This is an optimization exercise on Yosys and OpenROAD, whose aim is small area and a short achievable clock period, not a production implementation. Only simulation tests tie the RTL to the original design; equivalence was not proved.

Setup of lane 5:
==> flow/design.v (excerpt) <==
module fft8_top (
    input  logic         clk,
    input  logic         reset_n,
    input  logic         valid_in,
    input  logic [143:0] x_re,
    input  logic [143:0] x_im,
    output logic         valid_out,
    output logic [143:0] y_re,
    output logic [143:0] y_im
);
Size in the first run: about 3,800 cells after synthesis, ~580 I/O pins, roughly 0.059 mm2 of cells after synthesis.
Settings: LEC_CHECK=0, CAP_MARGIN=20, CORE_MARGIN=2, CORE_UTILIZATION=40, CTS_CLUSTER_DIAMETER=100, CTS_CLUSTER_SIZE=28, SLEW_MARGIN=20; clock period 12.0 ns.
standard.sh (not shown) runs the stock make flow with config.mk's settings and CLKGATE_MAP_FILE= SYNTH_SCRIPT=/design/flow/synth_recipe.tcl, a recipe that flattens the netlist after the stock synthesis.
==> flow/flow/run.sh <==
#!/bin/bash
# Layout flow: the standard flow (standard.sh), with two changes:
#  1. after the standard synthesis, flow/polopt.py re-chooses the polarity of
#     each full-adder cell (a full adder is self-dual) to remove inverters;
#     it also puts the latest-arriving input of each full adder on its fastest
#     pin (CIN); the logic function and every register are unchanged;
#  2. the port buffers use sky130_fd_sc_hd__buf_1;
#  3. the timing repair after CTS and global routing works on every path
#     whose slack is under SETUP_SLACK_MARGIN (the constraints are unchanged).
set -euo pipefail
R=$PWD/orfs/results/sky130hd/fft8_top/base
export SETUP_SLACK_MARGIN=7.2
export BUFFER_PORTS_ARGS="-buffer_cell sky130_fd_sc_hd__buf_1"
bash standard.sh $R/1_2_yosys.v > synth_make.log 2>&1
cp $R/1_2_yosys.v standard_synth_netlist.v
python3 flow/polopt.py standard_synth_netlist.v $R/1_2_yosys.v > polopt.log 2>&1
bash standard.sh > layout_make.log 2>&1
Other scripts of this flow, unchanged in this note and not shown: flow/flow/polopt.py
Lane 5 finished every stage and its layout cleared the timing, DRC and antenna checks.
Input changes introduced in lane 2 (baseline for comparison: lane 5):
- CTS_CLUSTER_SIZE removed (was 28)
- CTS_CLUSTER_DIAMETER removed (was 100)
diff --git a/flow/flow/run.sh b/flow/flow/run.sh
--- a/flow/flow/run.sh
+++ b/flow/flow/run.sh
@@ -5,5 +5,2 @@
-#     it also puts the latest-arriving input of each full adder on its fastest
-#     pin (CIN); the logic function and every register are unchanged;
-#  2. the port buffers use sky130_fd_sc_hd__buf_1;
-#  3. the timing repair after CTS and global routing works on every path
-#     whose slack is under SETUP_SLACK_MARGIN (the constraints are unchanged).
+#     the logic function and every register are unchanged;
+#  2. the port buffers use sky130_fd_sc_hd__buf_1.
@@ -12 +8,0 @@
-export SETUP_SLACK_MARGIN=7.2
- Lane 2 has less setup slack than lane 5.
- Delta (lane 2 minus lane 5): number of non-clock buffers in the layout fell by 41, maximum clock frequency fell by 7.5%, layout overhead on the synthesized area rose by 2.7 points.

---

## before
fft8_top again, from the RTL that the note above started with.
export LEC_CHECK = 0
export CAP_MARGIN = 20
export CORE_MARGIN = 2
export CORE_UTILIZATION = 40
export SLEW_MARGIN = 20
create_clock -name core_clock -period 12.0 [get_ports {clk}]
==> flow/flow/run.sh <==
#!/bin/bash
# Layout flow: the standard flow (standard.sh), with two changes:
#  1. after the standard synthesis, flow/polopt.py re-chooses the polarity of
#     each full-adder cell (a full adder is self-dual) to remove inverters;
#     the logic function and every register are unchanged;
#  2. the port buffers use sky130_fd_sc_hd__buf_1.
set -euo pipefail
R=$PWD/orfs/results/sky130hd/fft8_top/base
export BUFFER_PORTS_ARGS="-buffer_cell sky130_fd_sc_hd__buf_1"
bash standard.sh $R/1_2_yosys.v > synth_make.log 2>&1
cp $R/1_2_yosys.v standard_synth_netlist.v
python3 flow/polopt.py standard_synth_netlist.v $R/1_2_yosys.v > polopt.log 2>&1
bash standard.sh > layout_make.log 2>&1
==> flow/flow/polopt.py <==
#!/usr/bin/env python3
"""Remove inverters around full-adder cells of a Yosys gate netlist.

A full adder is self-dual: FA(~a, ~b, ~c) = ~FA(a, b, c) for both SUM and
COUT.  Each fa cell may therefore be "flipped" (its inputs and outputs taken in
the other polarity) without changing what the circuit computes.  This script
chooses flips that minimise the number of inverters, then rewrites the
netlist: every inverter is removed and at most one inverter per signal is put
back where some load needs the other polarity.

usage: polopt.py IN.v OUT.v
"""
import re
import sys
import random

IN, OUT = sys.argv[1], sys.argv[2]
src = open(IN).read()

cell_re = re.compile(r'^\s*(sky130_fd_sc_hd__\w+)\s+(\S+)\s*\((.*?)\);', re.S | re.M)
pin_re = re.compile(r'\.(\w+)\(([^()]*)\)')

m0 = cell_re.search(src)
head = src[:m0.start()]
cells = []
last_end = None
for m in cell_re.finditer(src):
    typ, name, body = m.group(1), m.group(2), m.group(3)
    pins = [(p, n.strip()) for p, n in pin_re.findall(body)]
    cells.append([typ, name, pins])
    last_end = m.end()
tail = src[last_end:]
if re.search(r'\bassign\b', tail) or re.search(r'\bassign\b', head):
    sys.exit('assign statements not supported')

OUTPINS = {'X', 'Y', 'Q', 'Q_N', 'SUM', 'COUT', 'HI', 'LO'}


def is_inv(t):
    return re.match(r'sky130_fd_sc_hd__(inv|clkinv)_\d+$', t) is not None


def is_fa(t):
    return re.match(r'sky130_fd_sc_hd__fa_\d+$', t) is not None


# driver of each net
driver = {}
for ci, (t, n, pins) in enumerate(cells):
    for p, net in pins:
        if p in OUTPINS:
            driver[net] = (ci, p)

# root and parity of each net through inverter chains
inv_in = {}
for ci, (t, n, pins) in enumerate(cells):
    if is_inv(t):
        d = dict(pins)
        inv_in[d['Y']] = d['A']


def root(net):
    par = 0
    while net in inv_in:
        net = inv_in[net]
        par ^= 1
    return net, par


# output port nets
port_out = set()
for m in re.finditer(r'^\s*output\s+(\[(\d+):(\d+)\]\s*)?(\S+);', head, re.M):
    name = m.group(4)
    if m.group(1):
        hi, lo = int(m.group(2)), int(m.group(3))
        for i in range(lo, hi + 1):
            port_out.add(f'{name}[{i}]')
    else:
        port_out.add(name)

fa_idx = [ci for ci, c in enumerate(cells) if is_fa(c[0])]
# a flippable fa must not drive an output port directly
flippable = set()
for ci in fa_idx:
    outs = [net for p, net in cells[ci][2] if p in OUTPINS]
    if not any(o in port_out for o in outs):
        flippable.add(ci)

# consumers: list of (root, parity, consumer cell or None for port, pin)
cons = {}  # root -> list of [cell index or -1, parity]
uses = []  # (ci, pin, root, parity)
for ci, (t, n, pins) in enumerate(cells):
    if is_inv(t):
        continue
    for p, net in pins:
        if p in OUTPINS:
            continue
        r, par = root(net)
        uses.append((ci, p, r, par))
        cons.setdefault(r, []).append((ci, par))
port_uses = []
for pn in sorted(port_out):
    if pn in inv_in:
        r, par = root(pn)
        port_uses.append((pn, r, par))
        cons.setdefault(r, []).append((-1, par))

# driver cell of each root (fa only matter)
root_drv = {}
for r in cons:
    if r in driver:
        root_drv[r] = driver[r][0]

flip = {ci: 0 for ci in flippable}


def fl(ci):
    return flip.get(ci, 0)


def need_inv(r):
    d = fl(root_drv[r]) if r in root_drv else 0
    for ci, par in cons[r]:
        if par ^ d ^ (fl(ci) if ci >= 0 else 0):
            return 1
    return 0


def total():
    return sum(need_inv(r) for r in cons)


# roots touched by each fa
touch = {}
for ci in flippable:
    rs = set()
    for p, net in cells[ci][2]:
        if p in OUTPINS:
            if net in cons:
                rs.add(net)
        else:
            rs.add(root(net)[0])
    touch[ci] = list(rs)

before = total()
n_inv_before = sum(1 for c in cells if is_inv(c[0]))
order = sorted(flippable)
random.seed(1)
best = dict(flip)
best_cost = before
cur = before
for rnd in range(60):
    improved = False
    random.shuffle(order)
    for ci in order:
        rs = touch[ci]
        old = sum(need_inv(r) for r in rs)
        flip[ci] ^= 1
        new = sum(need_inv(r) for r in rs)
        if new < old or (new == old and rnd > 5 and random.random() < 0.3):
            cur += new - old
            if new < old:
                improved = True
        else:
            flip[ci] ^= 1
        if cur < best_cost:
            best_cost = cur
            best = dict(flip)
    if not improved and rnd > 20:
        break
flip = best
after = total()
print(f'inverter cells before {n_inv_before}, needed before {before}, after {after}, '
      f'flipped {sum(flip.values())} of {len(flippable)} fa cells', file=sys.stderr)

# rewrite
inv_net = {}
new_cells = []
cnt = [0]


def inv_of(r):
    if r not in inv_net:
        cnt[0] += 1
        nn = f'_polinv_{cnt[0]}_'
        inv_net[r] = nn
        new_cells.append(['sky130_fd_sc_hd__inv_1', f'_polinv_cell_{cnt[0]}_', [('A', r), ('Y', nn)]])
    return inv_net[r]


use_map = {}
for ci, p, r, par in uses:
    d = fl(root_drv[r]) if r in root_drv else 0
    need = par ^ d ^ fl(ci)
    use_map[(ci, p)] = inv_of(r) if need else r

out_cells = []
for ci, (t, n, pins) in enumerate(cells):
    if is_inv(t):
        continue
    np_ = []
    for p, net in pins:
        if p in OUTPINS:
            np_.append((p, net))
        else:
            np_.append((p, use_map[(ci, p)]))
    out_cells.append([t, n, np_])
for pn, r, par in port_uses:
    d = fl(root_drv[r]) if r in root_drv else 0
    if par ^ d:
        cnt[0] += 1
        out_cells.append(['sky130_fd_sc_hd__inv_1', f'_polinv_cell_{cnt[0]}_', [('A', r), ('Y', pn)]])
    else:
        cnt[0] += 1
        out_cells.append(['sky130_fd_sc_hd__buf_1', f'_polbuf_cell_{cnt[0]}_', [('A', r), ('X', pn)]])
out_cells += new_cells

# declare new wires
decl = ''.join(f'  wire {w};\n' for w in inv_net.values())
hm = head.rstrip('\n') + '\n' + decl
body = []
for t, n, pins in out_cells:
    ps = ',\n'.join(f'    .{p}({net}{" " if net.startswith(chr(92)) else ""})' for p, net in pins)
    body.append(f'  {t} {n} (\n{ps}\n  );\n')
open(OUT, 'w').write(hm + ''.join(body) + tail)
print(f'inverter cells written {sum(1 for c in out_cells if is_inv(c[0]))}', file=sys.stderr)
The flow did not stop early for before: all stages ran, and the layout cleared the timing, DRC and antenna checks.
Edits applied to the flow inputs when going from before to after:
- setting CTS_CLUSTER_DIAMETER to 100 for the first time
- setting CTS_CLUSTER_SIZE to 28 for the first time
--- a/flow/flow/run.sh
+++ b/flow/flow/run.sh
@@ -5 +5,2 @@
-#     the logic function and every register are unchanged;
+#     it also puts the latest-arriving input of each full adder on its fastest
+#     pin (CIN); the logic function and every register are unchanged;
--- a/flow/flow/polopt.py
+++ b/flow/flow/polopt.py
@@ -217,0 +218,69 @@
+# pin assignment: a full adder is symmetric in its inputs; put the latest
+# arriving input on CIN (fastest arc), the next on B, the earliest on A.
+FA_PIN_D = {'A': 0.45, 'B': 0.42, 'CIN': 0.38}
+drv2 = {}
+for k, (t, n, pins) in enumerate(out_cells):
+    for p, net in pins:
+        if p in OUTPINS:
+            drv2[net] = k
+arr = {}
+
+
+def is_ff(t):
+    return re.match(r'sky130_fd_sc_hd__(df|sdf|edf)', t) is not None
+
+
+def cell_delay(t, p):
+    if is_fa(t):
+        return FA_PIN_D.get(p, 0.45)
+    if 'ha_' in t:
+        return 0.3
+    if is_inv(t):
+        return 0.07
+    return 0.2
+
+
+def arrival(net):
+    if net in arr:
+        return arr[net]
+    stack = [net]
+    while stack:
+        x = stack[-1]
+        if x in arr:
+            stack.pop()
+            continue
+        k = drv2.get(x)
+        if k is None or is_ff(out_cells[k][0]):
+            arr[x] = 0.0
+            stack.pop()
+            continue
+        t, n, pins = out_cells[k]
+        ins = [(p, net2) for p, net2 in pins if p not in OUTPINS]
+        miss = [net2 for p, net2 in ins if net2 not in arr]
+        if miss:
+            stack.extend(miss)
+            continue
+        a = 0.0
+        for p, net2 in ins:
+            a = max(a, arr[net2] + cell_delay(t, p))
+        for p, net2 in pins:
+            if p in OUTPINS:
+                arr[net2] = a
+        stack.pop()
+    return arr[net]
+
+
+swapped = 0
+for k in range(len(out_cells)):
+    t, n, pins = out_cells[k]
+    if not is_fa(t):
+        continue
+    d = dict(pins)
+    ins = sorted([d['A'], d['B'], d['CIN']], key=arrival)
+    if [d['A'], d['B'], d['CIN']] != ins:
+        swapped += 1
+    d['A'], d['B'], d['CIN'] = ins
+    out_cells[k] = [t, n, [(p, d[p]) for p, _ in pins]]
+    # arrival of outputs is recomputed lazily only for later cells; keep simple
+print(f'fa input pins reordered on {swapped} cells', file=sys.stderr)
+
## What came out
- Compared with before, after shows a via density per instance that is 0.62% higher.
- Between after and before, the met3 usage is lower for after.
- [after] global-route total usage across every layer fell 0.44 points relative to before
- On number of instances in the synthesized netlist, before tracks after almost exactly.

---

main:
Starting RTL as in the previous note.
==> flow/config.mk <==
export PLATFORM = sky130hd
export DESIGN_NAME = fft8_top
export DESIGN_NICKNAME = fft8_top
export VERILOG_FILES = /design/flow/design.v
export SDC_FILE = /design/flow/constraint.sdc
export NUM_CORES = 4
export LEC_CHECK = 0
export CAP_MARGIN = 20
export CORE_MARGIN = 2
export CORE_UTILIZATION = 40
export CTS_CLUSTER_DIAMETER = 100
export CTS_CLUSTER_SIZE = 28
export SLEW_MARGIN = 20
==> flow/constraint.sdc <==
create_clock -name core_clock -period 12.0 [get_ports {clk}]
set_input_delay 2.4000 -clock core_clock [delete_from_list [all_inputs] [get_ports {clk}]]
set_output_delay 2.4000 -clock core_clock [all_outputs]
set_load 0.01 [all_outputs]
==> flow/flow/run.sh <==
#!/bin/bash
# Layout flow: the standard flow (standard.sh), with two changes:
#  1. after the standard synthesis, flow/polopt.py re-chooses the polarity of
#     each full-adder cell (a full adder is self-dual) to remove inverters;
#     the logic function and every register are unchanged;
#  2. the port buffers use sky130_fd_sc_hd__buf_1.
set -euo pipefail
R=$PWD/orfs/results/sky130hd/fft8_top/base
export BUFFER_PORTS_ARGS="-buffer_cell sky130_fd_sc_hd__buf_1"
bash standard.sh $R/1_2_yosys.v > synth_make.log 2>&1
cp $R/1_2_yosys.v standard_synth_netlist.v
python3 flow/polopt.py standard_synth_netlist.v $R/1_2_yosys.v > polopt.log 2>&1
bash standard.sh > layout_make.log 2>&1
Other scripts of this flow, unchanged in this note and not shown: flow/flow/polopt.py
Input-level comparison between the feature branch and main:
diff --git a/flow/flow/run.sh b/flow/flow/run.sh
--- a/flow/flow/run.sh
+++ b/flow/flow/run.sh
@@ -4,6 +4,10 @@
 #     each full-adder cell (a full adder is self-dual) to remove inverters;
-#     the logic function and every register are unchanged;
-#  2. the port buffers use sky130_fd_sc_hd__buf_1.
+#     it also puts the latest-arriving input of each full adder on its fastest
+#     pin (CIN); the logic function and every register are unchanged;
+#  2. the port buffers use sky130_fd_sc_hd__buf_1;
+#  3. the timing repair after CTS and global routing works on every path
+#     whose slack is under SETUP_SLACK_MARGIN (the constraints are unchanged).
 set -euo pipefail
 R=$PWD/orfs/results/sky130hd/fft8_top/base
+export SETUP_SLACK_MARGIN=7.8
 export BUFFER_PORTS_ARGS="-buffer_cell sky130_fd_sc_hd__buf_1"
==> comparison <==
- | required time of the critical path | higher: main |
- Against main, time the worst path needs with I/O delays and setup in the feature branch came out better.
- Lower final critical-path share of the clock period goes to the feature branch over main.
- The feature branch ended with less count of filler cells inserted in the layout than main.
- Going from main to the feature branch, max-slew headroom at the worst pin held, logic depth of the worst setup path including buffers shows a reduction of 4.
- Comparing the feature branch and main, the lower met2 track demand over resource in global routing was measured on main.
- Critical path endpoint = r3638_3: main; critical path endpoint = y_im[107]: the feature branch
- The standard cell with the maximum stage delay on the critical path comes out sky130_fd_sc_hd__dfxtp_4 in one run and sky130_fd_sc_hd__fa_1 in the other, namely in the feature branch and main respectively.
- As far as routability congestion estimate from global placement is concerned, the feature branch and main perform about the same.

---

fft8_top again, from the RTL that the note above started with.
Design fft8_top, start of the top module:
module fft8_top (
    input  logic         clk,
    input  logic         reset_n,
    input  logic         valid_in,
    input  logic [143:0] x_re,
    input  logic [143:0] x_im,
    output logic         valid_out,
    output logic [143:0] y_re,
    output logic [143:0] y_im
);
==> flow/config.mk <==
export PLATFORM = sky130hd
export DESIGN_NAME = fft8_top
export DESIGN_NICKNAME = fft8_top
export VERILOG_FILES = /design/flow/design.v
export SDC_FILE = /design/flow/constraint.sdc
export NUM_CORES = 4
export LEC_CHECK = 0
export CAP_MARGIN = 20
export CORE_MARGIN = 2
export CORE_UTILIZATION = 55
export CTS_CLUSTER_DIAMETER = 100
export CTS_CLUSTER_SIZE = 28
export PLACE_DENSITY = 0.7
export SLEW_MARGIN = 20
==> flow/constraint.sdc <==
create_clock -name core_clock -period 12.0 [get_ports {clk}]
set_input_delay 2.4000 -clock core_clock [delete_from_list [all_inputs] [get_ports {clk}]]
set_output_delay 2.4000 -clock core_clock [all_outputs]
set_load 0.01 [all_outputs]
==> flow/flow/run.sh <==
#!/bin/bash
# Layout flow: the standard flow (standard.sh), with two changes:
#  1. after the standard synthesis, flow/polopt.py re-chooses the polarity of
#     each full-adder cell (a full adder is self-dual) to remove inverters;
#     it also puts the latest-arriving input of each full adder on its fastest
#     pin (CIN); the logic function and every register are unchanged;
#  2. the port buffers use sky130_fd_sc_hd__buf_1;
#  3. the timing repair after CTS and global routing works on every path
#     whose slack is under SETUP_SLACK_MARGIN (the constraints are unchanged).
set -euo pipefail
R=$PWD/orfs/results/sky130hd/fft8_top/base
export SETUP_SLACK_MARGIN=7.4
export BUFFER_PORTS_ARGS="-buffer_cell sky130_fd_sc_hd__buf_1"
bash standard.sh $R/1_2_yosys.v > synth_make.log 2>&1
cp $R/1_2_yosys.v standard_synth_netlist.v
python3 flow/polopt.py standard_synth_netlist.v $R/1_2_yosys.v > polopt.log 2>&1
bash standard.sh > layout_make.log 2>&1
Other scripts of this flow, unchanged in this note and not shown: flow/flow/polopt.py
The baseline completed with no timing, DRC or antenna violations.
Rerun with:
- CORE_UTILIZATION: 55 -> 60
- PLACE_DENSITY: 0.7 -> 0.8
Result: Global-route usage rises by 2.6 points. Die area falls by 8.2%.

## what the ideal ports hide
The results above use ideal ports. As a check the final layouts listed here were re-extracted and re-timed, cells and wires unchanged.
Step 1 sets driving cells, clkbuf_16 on the clock port and buf_2 on the other inputs (assumed; they add their load-dependent delay and slew).
Step 2, shift: input delay + t, output delay - t, t = (earliest + latest rising clock arrival at the registers) / 2. This alone moves slack from input paths to output paths.
Slacks: ideal / step 1 / step 2; pairs: ideal / step 1.
| run | shift t [ns] | slack for setup (ns) | worst slew at a driven data input, ns |
|---|---|---|---|
| lane 5 | 0.795 | 7.108 / 7.025 / 6.455 | 0.14 |
| lane 2 | 0.839 | 6.712 / 6.712 / 6.291 | 0.12 |
| before | 0.842 | 6.683 / 6.683 / 6.284 | 0.12 |
| after | 0.787 | 6.719 / 6.719 / 6.222 | 0.12 |
| main | 0.787 | 6.719 / 6.719 / 6.222 | 0.12 |
| the feature branch | 0.777 | 7.087 / 7.006 / 6.579 | 0.13 |
| the first run of note 4 | 0.762 | 7.155 / 7.082 / 6.577 | 0.13 |
| the second run of note 4 | 0.758 | 7.141 / 7.067 / 6.580 | 0.13 |
After both steps setup and hold are still met in every run listed. For lane 5, which loses most, drivers alone change the setup slack by -0.083 ns; drivers and shift together by -0.653 ns.
